Background: an optimization exercise with open tools, aiming at small area, a short achievable clock period and few clock cycles. Do not read the settings as production practice.
At most, simulation tests tie the RTL to the original design; equivalence was not proved.
No activity file was given, so power comes from the tool's default toggle rates.

==> flow/design.v <==
`timescale 1ns / 1ps
package sexp_pkg;
   localparam logic [5:0] MAX_DEPTH = 6'd32;
   localparam logic [7:0] CH_TAB    = 8'h09;
   localparam logic [7:0] CH_LF     = 8'h0A;
   localparam logic [7:0] CH_CR     = 8'h0D;
   localparam logic [7:0] CH_SPACE  = 8'h20;
   localparam logic [7:0] CH_QUOTE  = 8'h22;
   localparam logic [7:0] CH_SEMI   = 8'h3B;
   localparam logic [7:0] CH_BSLASH = 8'h5C;
   localparam logic [7:0] CH_LPAREN = 8'h28;
   localparam logic [7:0] CH_RPAREN = 8'h29;
   localparam logic [7:0] CH_LBRACK = 8'h5B;
   localparam logic [7:0] CH_RBRACK = 8'h5D;
   localparam logic [7:0] CH_LBRACE = 8'h7B;
   localparam logic [7:0] CH_RBRACE = 8'h7D;
   localparam logic [7:0] CH_ZERO   = 8'h30;
   localparam logic [7:0] CH_LOWER_N = 8'h6E;
   localparam logic [7:0] CH_LOWER_R = 8'h72;
   localparam logic [7:0] CH_LOWER_T = 8'h74;
   localparam logic [3:0] RADIX     = 4'd10;
   localparam logic [1:0] ERR_STRAY  = 2'd0;
   localparam logic [1:0] ERR_ESCAPE = 2'd1;
   localparam logic [1:0] ERR_DEEP   = 2'd2;
   localparam logic [1:0] ERR_NONE   = 2'd0;
   typedef enum logic [2:0] {
      TK_LBEGIN = 3'd0,
      TK_LEND   = 3'd1,
      TK_ABYTE  = 3'd2,
      TK_AEND   = 3'd3,
      TK_IEND   = 3'd4,
      TK_SBYTE  = 3'd5,
      TK_SEND   = 3'd6,
      TK_ERROR  = 3'd7
   } token_type;
   typedef enum logic [2:0] {
      PH_START   = 3'd0,
      PH_LIST    = 3'd1,
      PH_ATOM    = 3'd2,
      PH_STRING  = 3'd3,
      PH_ESCAPE  = 3'd4,
      PH_COMMENT = 3'd5,
      PH_DONE    = 3'd6
   } phase_type;
   typedef struct packed {
      logic        s0_vld;
      token_type   s0_tok;
      logic [63:0] s0_val;
      logic [5:0]  s0_lvl;
      logic        s1_vld;
      token_type   s1_tok;
      logic [7:0]  s1_chr;
      logic [1:0]  s1_err;
      logic [5:0]  s1_lvl;
      logic [5:0]  unw;
   } bundle_type;
   function automatic logic is_ws(input logic [7:0] c);
      is_ws = (c == CH_TAB) || (c == CH_LF) || (c == CH_SPACE);
   endfunction
   function automatic logic is_digit(input logic [7:0] c);
      is_digit = (c >= 8'h30) && (c <= 8'h39);
   endfunction
   function automatic logic is_atom(input logic [7:0] c);
      logic r;
      r = is_digit(c) || ((c >= 8'h61) && (c <= 8'h7A)) || ((c >= 8'h41) && (c <= 8'h5A));
      unique case (c)
         8'h5F, 8'h24, 8'h23, 8'h3F, 8'h2E, 8'h40, 8'h2B, 8'h2D, 8'h21, 8'h7E,
         8'h2A, 8'h2F, 8'h25, 8'h3C, 8'h3E, 8'h26, 8'h5E, 8'h7C, 8'h3D: r = 1'b1;
         default: ;
      endcase
      is_atom = r;
   endfunction
   function automatic logic is_open(input logic [7:0] c);
      is_open = (c == CH_LPAREN) || (c == CH_LBRACK) || (c == CH_LBRACE);
   endfunction
   function automatic logic is_close(input logic [7:0] c);
      is_close = (c == CH_RPAREN) || (c == CH_RBRACK) || (c == CH_RBRACE);
   endfunction
endpackage
`timescale 1ns / 1ps
`timescale 1ns / 1ps
`timescale 1ns / 1ps
`timescale 1ns / 1ps
module s_expression_tokenizer (
   input  logic        clock,
   input  logic        reset,
   input  logic        req_valid,
   output logic        req_ready,
   input  logic        req_kind,
   input  logic [7:0]  req_byte_req,
   output logic        rsp_valid,
   input  logic        rsp_ready,
   output logic [2:0]  rsp_token,
   output logic [7:0]  rsp_char_out,
   output logic [63:0] rsp_int_value,
   output logic [1:0]  rsp_error_code,
   output logic [5:0]  rsp_level,
   output logic        rsp_last
);
   sexp_pkg::phase_type phase_ff, phase_in;
   logic [5:0]  depth_ff, depth_in;
   logic        digits_ff, digits_in;
   logic        sat_ff, sat_in;
   logic [63:0] accum_ff, accum_in;
   logic        in_vld_ff;
   logic        in_kind_ff;
   logic [7:0]  in_chr_ff;
   logic        in_quiet_ff;   
   logic        in_atom_ff;    
   logic        in_digit_ff;   
   logic        valid_ff;
   sexp_pkg::token_type tok_ff, tok_in;
   logic [7:0]  chr_ff, chr_in;
   logic [1:0]  err_ff, err_in;
   logic        last_ff, last_in;
   logic        out_free;
   logic        step;
   logic        emit;
   logic        consume;
   logic        k;
   logic [7:0]  c;
   logic        quiet;
   sexp_pkg::phase_type quiet_ph;
   logic [7:0]  esc_chr;
   logic        esc_ok;
   logic [1:0]  e_lo;
   logic        e_ci;
   logic [63:0] sum5;
   logic [63:0] prod;
   logic        ovf;
   assign k        = in_kind_ff;
   assign c        = in_chr_ff;
   assign out_free = !valid_ff || rsp_ready;
   assign step     = in_vld_ff && out_free;
   assign quiet    = in_quiet_ff;
   assign quiet_ph = sexp_pkg::is_ws(c) ? sexp_pkg::PH_LIST :
                     (c == sexp_pkg::CH_SEMI) ? sexp_pkg::PH_COMMENT : sexp_pkg::PH_STRING;
   always_comb begin
      esc_ok  = 1'b1;
      esc_chr = c;
      unique case (c)
         sexp_pkg::CH_BSLASH:  esc_chr = sexp_pkg::CH_BSLASH;
         sexp_pkg::CH_QUOTE:   esc_chr = sexp_pkg::CH_QUOTE;
         sexp_pkg::CH_LOWER_N: esc_chr = sexp_pkg::CH_LF;
         sexp_pkg::CH_LOWER_R: esc_chr = sexp_pkg::CH_CR;
         sexp_pkg::CH_LOWER_T: esc_chr = sexp_pkg::CH_TAB;
         default:              esc_ok  = 1'b0;
      endcase
   end
   assign e_lo = {c[2] | c[3], c[1] | c[3]};
   assign e_ci = c[3];
   assign sum5 = 64'({1'b0, accum_ff[60:0], e_lo} + {1'b0, accum_ff[62:0]} + {63'd0, e_ci});
   assign prod = {sum5[62:0], c[0]};
   assign ovf  = accum_ff[63] | accum_ff[62] | accum_ff[61] | sum5[63];
   always_comb begin
      phase_in = phase_ff;
      depth_in = depth_ff;
      emit     = 1'b0;
      consume  = 1'b1;
      tok_in   = sexp_pkg::TK_LEND;
      chr_in   = 8'd0;
      err_in   = sexp_pkg::ERR_NONE;
      last_in  = 1'b1;
      unique case (phase_ff)
         sexp_pkg::PH_START: begin
            emit     = 1'b1;
            tok_in   = sexp_pkg::TK_LBEGIN;
            depth_in = 6'd1;
            if (quiet) begin
               phase_in = quiet_ph;
            end else begin
               phase_in = sexp_pkg::PH_LIST;
               consume  = 1'b0;
               last_in  = 1'b0;
            end
         end
         sexp_pkg::PH_ATOM: begin
            if (in_atom_ff) begin
               emit   = 1'b1;
               tok_in = sexp_pkg::TK_ABYTE;
               chr_in = c;
            end else begin
               emit   = 1'b1;
               tok_in = digits_ff ? sexp_pkg::TK_IEND : sexp_pkg::TK_AEND;
               if (quiet) begin
                  phase_in = quiet_ph;
               end else begin
                  phase_in = sexp_pkg::PH_LIST;
                  consume  = 1'b0;
                  last_in  = 1'b0;
               end
            end
         end
         sexp_pkg::PH_STRING, sexp_pkg::PH_ESCAPE: begin
            if (k) begin
               emit     = 1'b1;
               tok_in   = sexp_pkg::TK_SEND;
               phase_in = sexp_pkg::PH_LIST;
               consume  = 1'b0;
               last_in  = 1'b0;
            end else if (phase_ff == sexp_pkg::PH_ESCAPE) begin
               emit     = 1'b1;
               phase_in = sexp_pkg::PH_STRING;
               if (esc_ok) begin
                  tok_in = sexp_pkg::TK_SBYTE;
                  chr_in = esc_chr;
               end else begin
                  tok_in = sexp_pkg::TK_ERROR;
                  chr_in = c;
                  err_in = sexp_pkg::ERR_ESCAPE;
               end
            end else if (c == sexp_pkg::CH_QUOTE) begin
               emit     = 1'b1;
               tok_in   = sexp_pkg::TK_SEND;
               phase_in = sexp_pkg::PH_LIST;
            end else if (c == sexp_pkg::CH_BSLASH) begin
               phase_in = sexp_pkg::PH_ESCAPE;
            end else begin
               emit   = 1'b1;
               tok_in = sexp_pkg::TK_SBYTE;
               chr_in = c;
            end
         end
         sexp_pkg::PH_LIST, sexp_pkg::PH_COMMENT: begin
            if (k) begin
               emit     = 1'b1;
               tok_in   = sexp_pkg::TK_LEND;
               depth_in = 6'(depth_ff - 6'd1);
               phase_in = sexp_pkg::PH_LIST;
               if (depth_ff == 6'd1) begin
                  phase_in = sexp_pkg::PH_DONE;
               end else begin
                  consume = 1'b0;
                  last_in = 1'b0;
               end
            end else if (phase_ff == sexp_pkg::PH_COMMENT) begin
               if (c == sexp_pkg::CH_LF) phase_in = sexp_pkg::PH_LIST;
            end else if (quiet) begin
               phase_in = quiet_ph;
            end else if (sexp_pkg::is_open(c)) begin
               emit = 1'b1;
               if (depth_ff[5]) begin
                  tok_in = sexp_pkg::TK_ERROR;
                  chr_in = c;
                  err_in = sexp_pkg::ERR_DEEP;
               end else begin
                  tok_in   = sexp_pkg::TK_LBEGIN;
                  depth_in = 6'(depth_ff + 6'd1);
               end
            end else if (sexp_pkg::is_close(c)) begin
               emit     = 1'b1;
               tok_in   = sexp_pkg::TK_LEND;
               depth_in = 6'(depth_ff - 6'd1);
               if (depth_ff == 6'd1) phase_in = sexp_pkg::PH_DONE;
            end else if (in_atom_ff) begin
               emit     = 1'b1;
               tok_in   = sexp_pkg::TK_ABYTE;
               chr_in   = c;
               phase_in = sexp_pkg::PH_ATOM;
            end else begin
               emit   = 1'b1;
               tok_in = sexp_pkg::TK_ERROR;
               chr_in = c;
               err_in = sexp_pkg::ERR_STRAY;
            end
         end
         default: ;   
      endcase
   end
   always_comb begin
      accum_in  = accum_ff;
      sat_in    = sat_ff;
      digits_in = digits_ff;
      if (phase_ff != sexp_pkg::PH_ATOM) begin
         accum_in  = {60'd0, c[3:0]};
         sat_in    = 1'b0;
         digits_in = in_digit_ff;
      end else if (in_digit_ff) begin
         accum_in  = prod[63:0];
         sat_in    = sat_ff || ovf;
      end else begin
         digits_in = 1'b0;
      end
   end
   assign req_ready = !in_vld_ff || (out_free && consume);
   always_ff @(posedge clock) begin
      if (reset) begin
         phase_ff  <= sexp_pkg::PH_START;
         in_vld_ff <= 1'b0;
         valid_ff  <= 1'b0;
      end else begin
         if (step) phase_ff <= phase_in;
         if (req_ready) in_vld_ff <= req_valid;
         if (out_free) valid_ff <= step && emit;
      end
   end
   always_ff @(posedge clock) begin
      if (req_ready) begin
         in_kind_ff <= req_kind;
         in_chr_ff  <= req_byte_req;
         in_quiet_ff <= !req_kind && (sexp_pkg::is_ws(req_byte_req) ||
                                      (req_byte_req == sexp_pkg::CH_SEMI) ||
                                      (req_byte_req == sexp_pkg::CH_QUOTE));
         in_atom_ff  <= !req_kind && sexp_pkg::is_atom(req_byte_req);
         in_digit_ff <= !req_kind && sexp_pkg::is_digit(req_byte_req);
      end
      if (step) begin
         depth_ff  <= depth_in;
         accum_ff  <= accum_in;
         sat_ff    <= sat_in;
         digits_ff <= digits_in;
         tok_ff    <= tok_in;
         chr_ff    <= chr_in;
         err_ff    <= err_in;
         last_ff   <= last_in;
      end
   end
   assign rsp_valid      = valid_ff;
   assign rsp_token      = 3'(tok_ff);
   assign rsp_char_out   = chr_ff;
   assign rsp_int_value  = (accum_ff | {64{sat_ff}}) & {64{tok_ff == sexp_pkg::TK_IEND}};
   assign rsp_error_code = err_ff;
   assign rsp_level      = depth_ff;
   assign rsp_last       = last_ff;
endmodule
clock: 5.0 ns
lec_check: 0
cap_margin: 20
core_margin: 2
core_utilization: 40
setup_slack_margin: 2.0
slew_margin: 20
run.sh (not shown) runs the stock make flow with config.mk's settings and CLKGATE_MAP_FILE= SYNTH_SCRIPT=/design/flow/synth_recipe.tcl, a recipe that flattens the netlist after the stock synthesis.
Change:
--- a/flow/design.v
+++ b/flow/design.v
@@ -102,15 +102,12 @@
    logic        digits_ff, digits_in;
    logic        sat_ff, sat_in;
    logic [63:0] accum_ff, accum_in;
    logic        in_vld_ff;
    logic        in_kind_ff;
    logic [7:0]  in_chr_ff;
-   logic        in_quiet_ff;   
-   logic        in_atom_ff;    
-   logic        in_digit_ff;   
    logic        valid_ff;
    sexp_pkg::token_type tok_ff, tok_in;
    logic [7:0]  chr_ff, chr_in;
    logic [1:0]  err_ff, err_in;
    logic        last_ff, last_in;
    logic        out_free;
@@ -120,22 +117,20 @@
    logic        k;
    logic [7:0]  c;
    logic        quiet;
    sexp_pkg::phase_type quiet_ph;
    logic [7:0]  esc_chr;
    logic        esc_ok;
-   logic [1:0]  e_lo;
-   logic        e_ci;
-   logic [63:0] sum5;
-   logic [63:0] prod;
+   logic [67:0] prod;
    logic        ovf;
    assign k        = in_kind_ff;
    assign c        = in_chr_ff;
    assign out_free = !valid_ff || rsp_ready;
    assign step     = in_vld_ff && out_free;
-   assign quiet    = in_quiet_ff;
+   assign quiet    = !k && (sexp_pkg::is_ws(c) || (c == sexp_pkg::CH_SEMI) ||
+                            (c == sexp_pkg::CH_QUOTE));
    assign quiet_ph = sexp_pkg::is_ws(c) ? sexp_pkg::PH_LIST :
                      (c == sexp_pkg::CH_SEMI) ? sexp_pkg::PH_COMMENT : sexp_pkg::PH_STRING;
    always_comb begin
       esc_ok  = 1'b1;
       esc_chr = c;
       unique case (c)
@@ -144,17 +139,15 @@
          sexp_pkg::CH_LOWER_N: esc_chr = sexp_pkg::CH_LF;
          sexp_pkg::CH_LOWER_R: esc_chr = sexp_pkg::CH_CR;
          sexp_pkg::CH_LOWER_T: esc_chr = sexp_pkg::CH_TAB;
          default:              esc_ok  = 1'b0;
       endcase
    end
-   assign e_lo = {c[2] | c[3], c[1] | c[3]};
-   assign e_ci = c[3];
-   assign sum5 = 64'({1'b0, accum_ff[60:0], e_lo} + {1'b0, accum_ff[62:0]} + {63'd0, e_ci});
-   assign prod = {sum5[62:0], c[0]};
-   assign ovf  = accum_ff[63] | accum_ff[62] | accum_ff[61] | sum5[63];
+   assign prod = ({4'd0, accum_ff} << 3) + ({4'd0, accum_ff} << 1) + {64'd0, c[3:0]};
+   assign ovf  = (accum_ff > 64'h1999_9999_9999_9999) ||
+                 ((accum_ff == 64'h1999_9999_9999_9999) && (c[3:0] > 4'd5));
    always_comb begin
       phase_in = phase_ff;
       depth_in = depth_ff;
       emit     = 1'b0;
       consume  = 1'b1;
       tok_in   = sexp_pkg::TK_LEND;
@@ -172,13 +165,13 @@
                phase_in = sexp_pkg::PH_LIST;
                consume  = 1'b0;
                last_in  = 1'b0;
             end
          end
          sexp_pkg::PH_ATOM: begin
-            if (in_atom_ff) begin
+            if (!k && sexp_pkg::is_atom(c)) begin
                emit   = 1'b1;
                tok_in = sexp_pkg::TK_ABYTE;
                chr_in = c;
             end else begin
                emit   = 1'b1;
                tok_in = digits_ff ? sexp_pkg::TK_IEND : sexp_pkg::TK_AEND;
@@ -249,13 +242,13 @@
                end
             end else if (sexp_pkg::is_close(c)) begin
                emit     = 1'b1;
                tok_in   = sexp_pkg::TK_LEND;
                depth_in = 6'(depth_ff - 6'd1);
                if (depth_ff == 6'd1) phase_in = sexp_pkg::PH_DONE;
-            end else if (in_atom_ff) begin
+            end else if (sexp_pkg::is_atom(c)) begin
                emit     = 1'b1;
                tok_in   = sexp_pkg::TK_ABYTE;
                chr_in   = c;
                phase_in = sexp_pkg::PH_ATOM;
             end else begin
                emit   = 1'b1;
@@ -271,14 +264,14 @@
       accum_in  = accum_ff;
       sat_in    = sat_ff;
       digits_in = digits_ff;
       if (phase_ff != sexp_pkg::PH_ATOM) begin
          accum_in  = {60'd0, c[3:0]};
          sat_in    = 1'b0;
-         digits_in = in_digit_ff;
-      end else if (in_digit_ff) begin
+         digits_in = sexp_pkg::is_digit(c);
+      end else if (!k && sexp_pkg::is_digit(c)) begin
          accum_in  = prod[63:0];
          sat_in    = sat_ff || ovf;
       end else begin
          digits_in = 1'b0;
       end
    end
@@ -295,17 +288,12 @@
       end
    end
    always_ff @(posedge clock) begin
       if (req_ready) begin
          in_kind_ff <= req_kind;
          in_chr_ff  <= req_byte_req;
-         in_quiet_ff <= !req_kind && (sexp_pkg::is_ws(req_byte_req) ||
-                                      (req_byte_req == sexp_pkg::CH_SEMI) ||
-                                      (req_byte_req == sexp_pkg::CH_QUOTE));
-         in_atom_ff  <= !req_kind && sexp_pkg::is_atom(req_byte_req);
-         in_digit_ff <= !req_kind && sexp_pkg::is_digit(req_byte_req);
       end
       if (step) begin
          depth_ff  <= depth_in;
          accum_ff  <= accum_in;
          sat_ff    <= sat_in;
          digits_ff <= digits_in;
Outcome: Total power goes down by about 6.6%; first-iteration DRC count goes up by 39%; combinational power fell by about 9%; flip-flop and latch count went down by 3; synthesized area rises by 11%.
Testbench counts after the change, summed over its fixed seeds: cycles 20,739.
Function not checked in the first run of this note: the RTL went through the layout flow alone.

[what the ideal ports hide]
In the flow no input, the clock included, has a driving cell. The finished layouts below were timed again as built, in two steps.
Step 1 sets driving cells, clkbuf_16 on the clock port and buf_2 on the other inputs (assumed; they add their load-dependent delay and slew).
Step 2, shift: input delay + t, output delay - t, t = (earliest + latest rising clock arrival at the registers) / 2. This alone moves slack from input paths to output paths.
Slacks: ideal ports / drivers / drivers and shift; pairs: ideal ports / drivers.
run	shift t [ns]	setup slack, ns	worst hold slack (ns)	worst setup path after step 2	worst slew at a driven data input, ns
the first run	0.411	1.892 / 1.851 / 1.780	0.564 / 0.564 / 0.564	input to register	0.03
the second run	0.415	1.365 / 1.353 / 1.365	0.541 / 0.541 / 0.541	register to register	0.03
After both steps setup and hold are still met in every run listed. The setup slack of the first run, which loses most, moves by -0.041 ns with the drivers and by -0.112 ns with both steps.
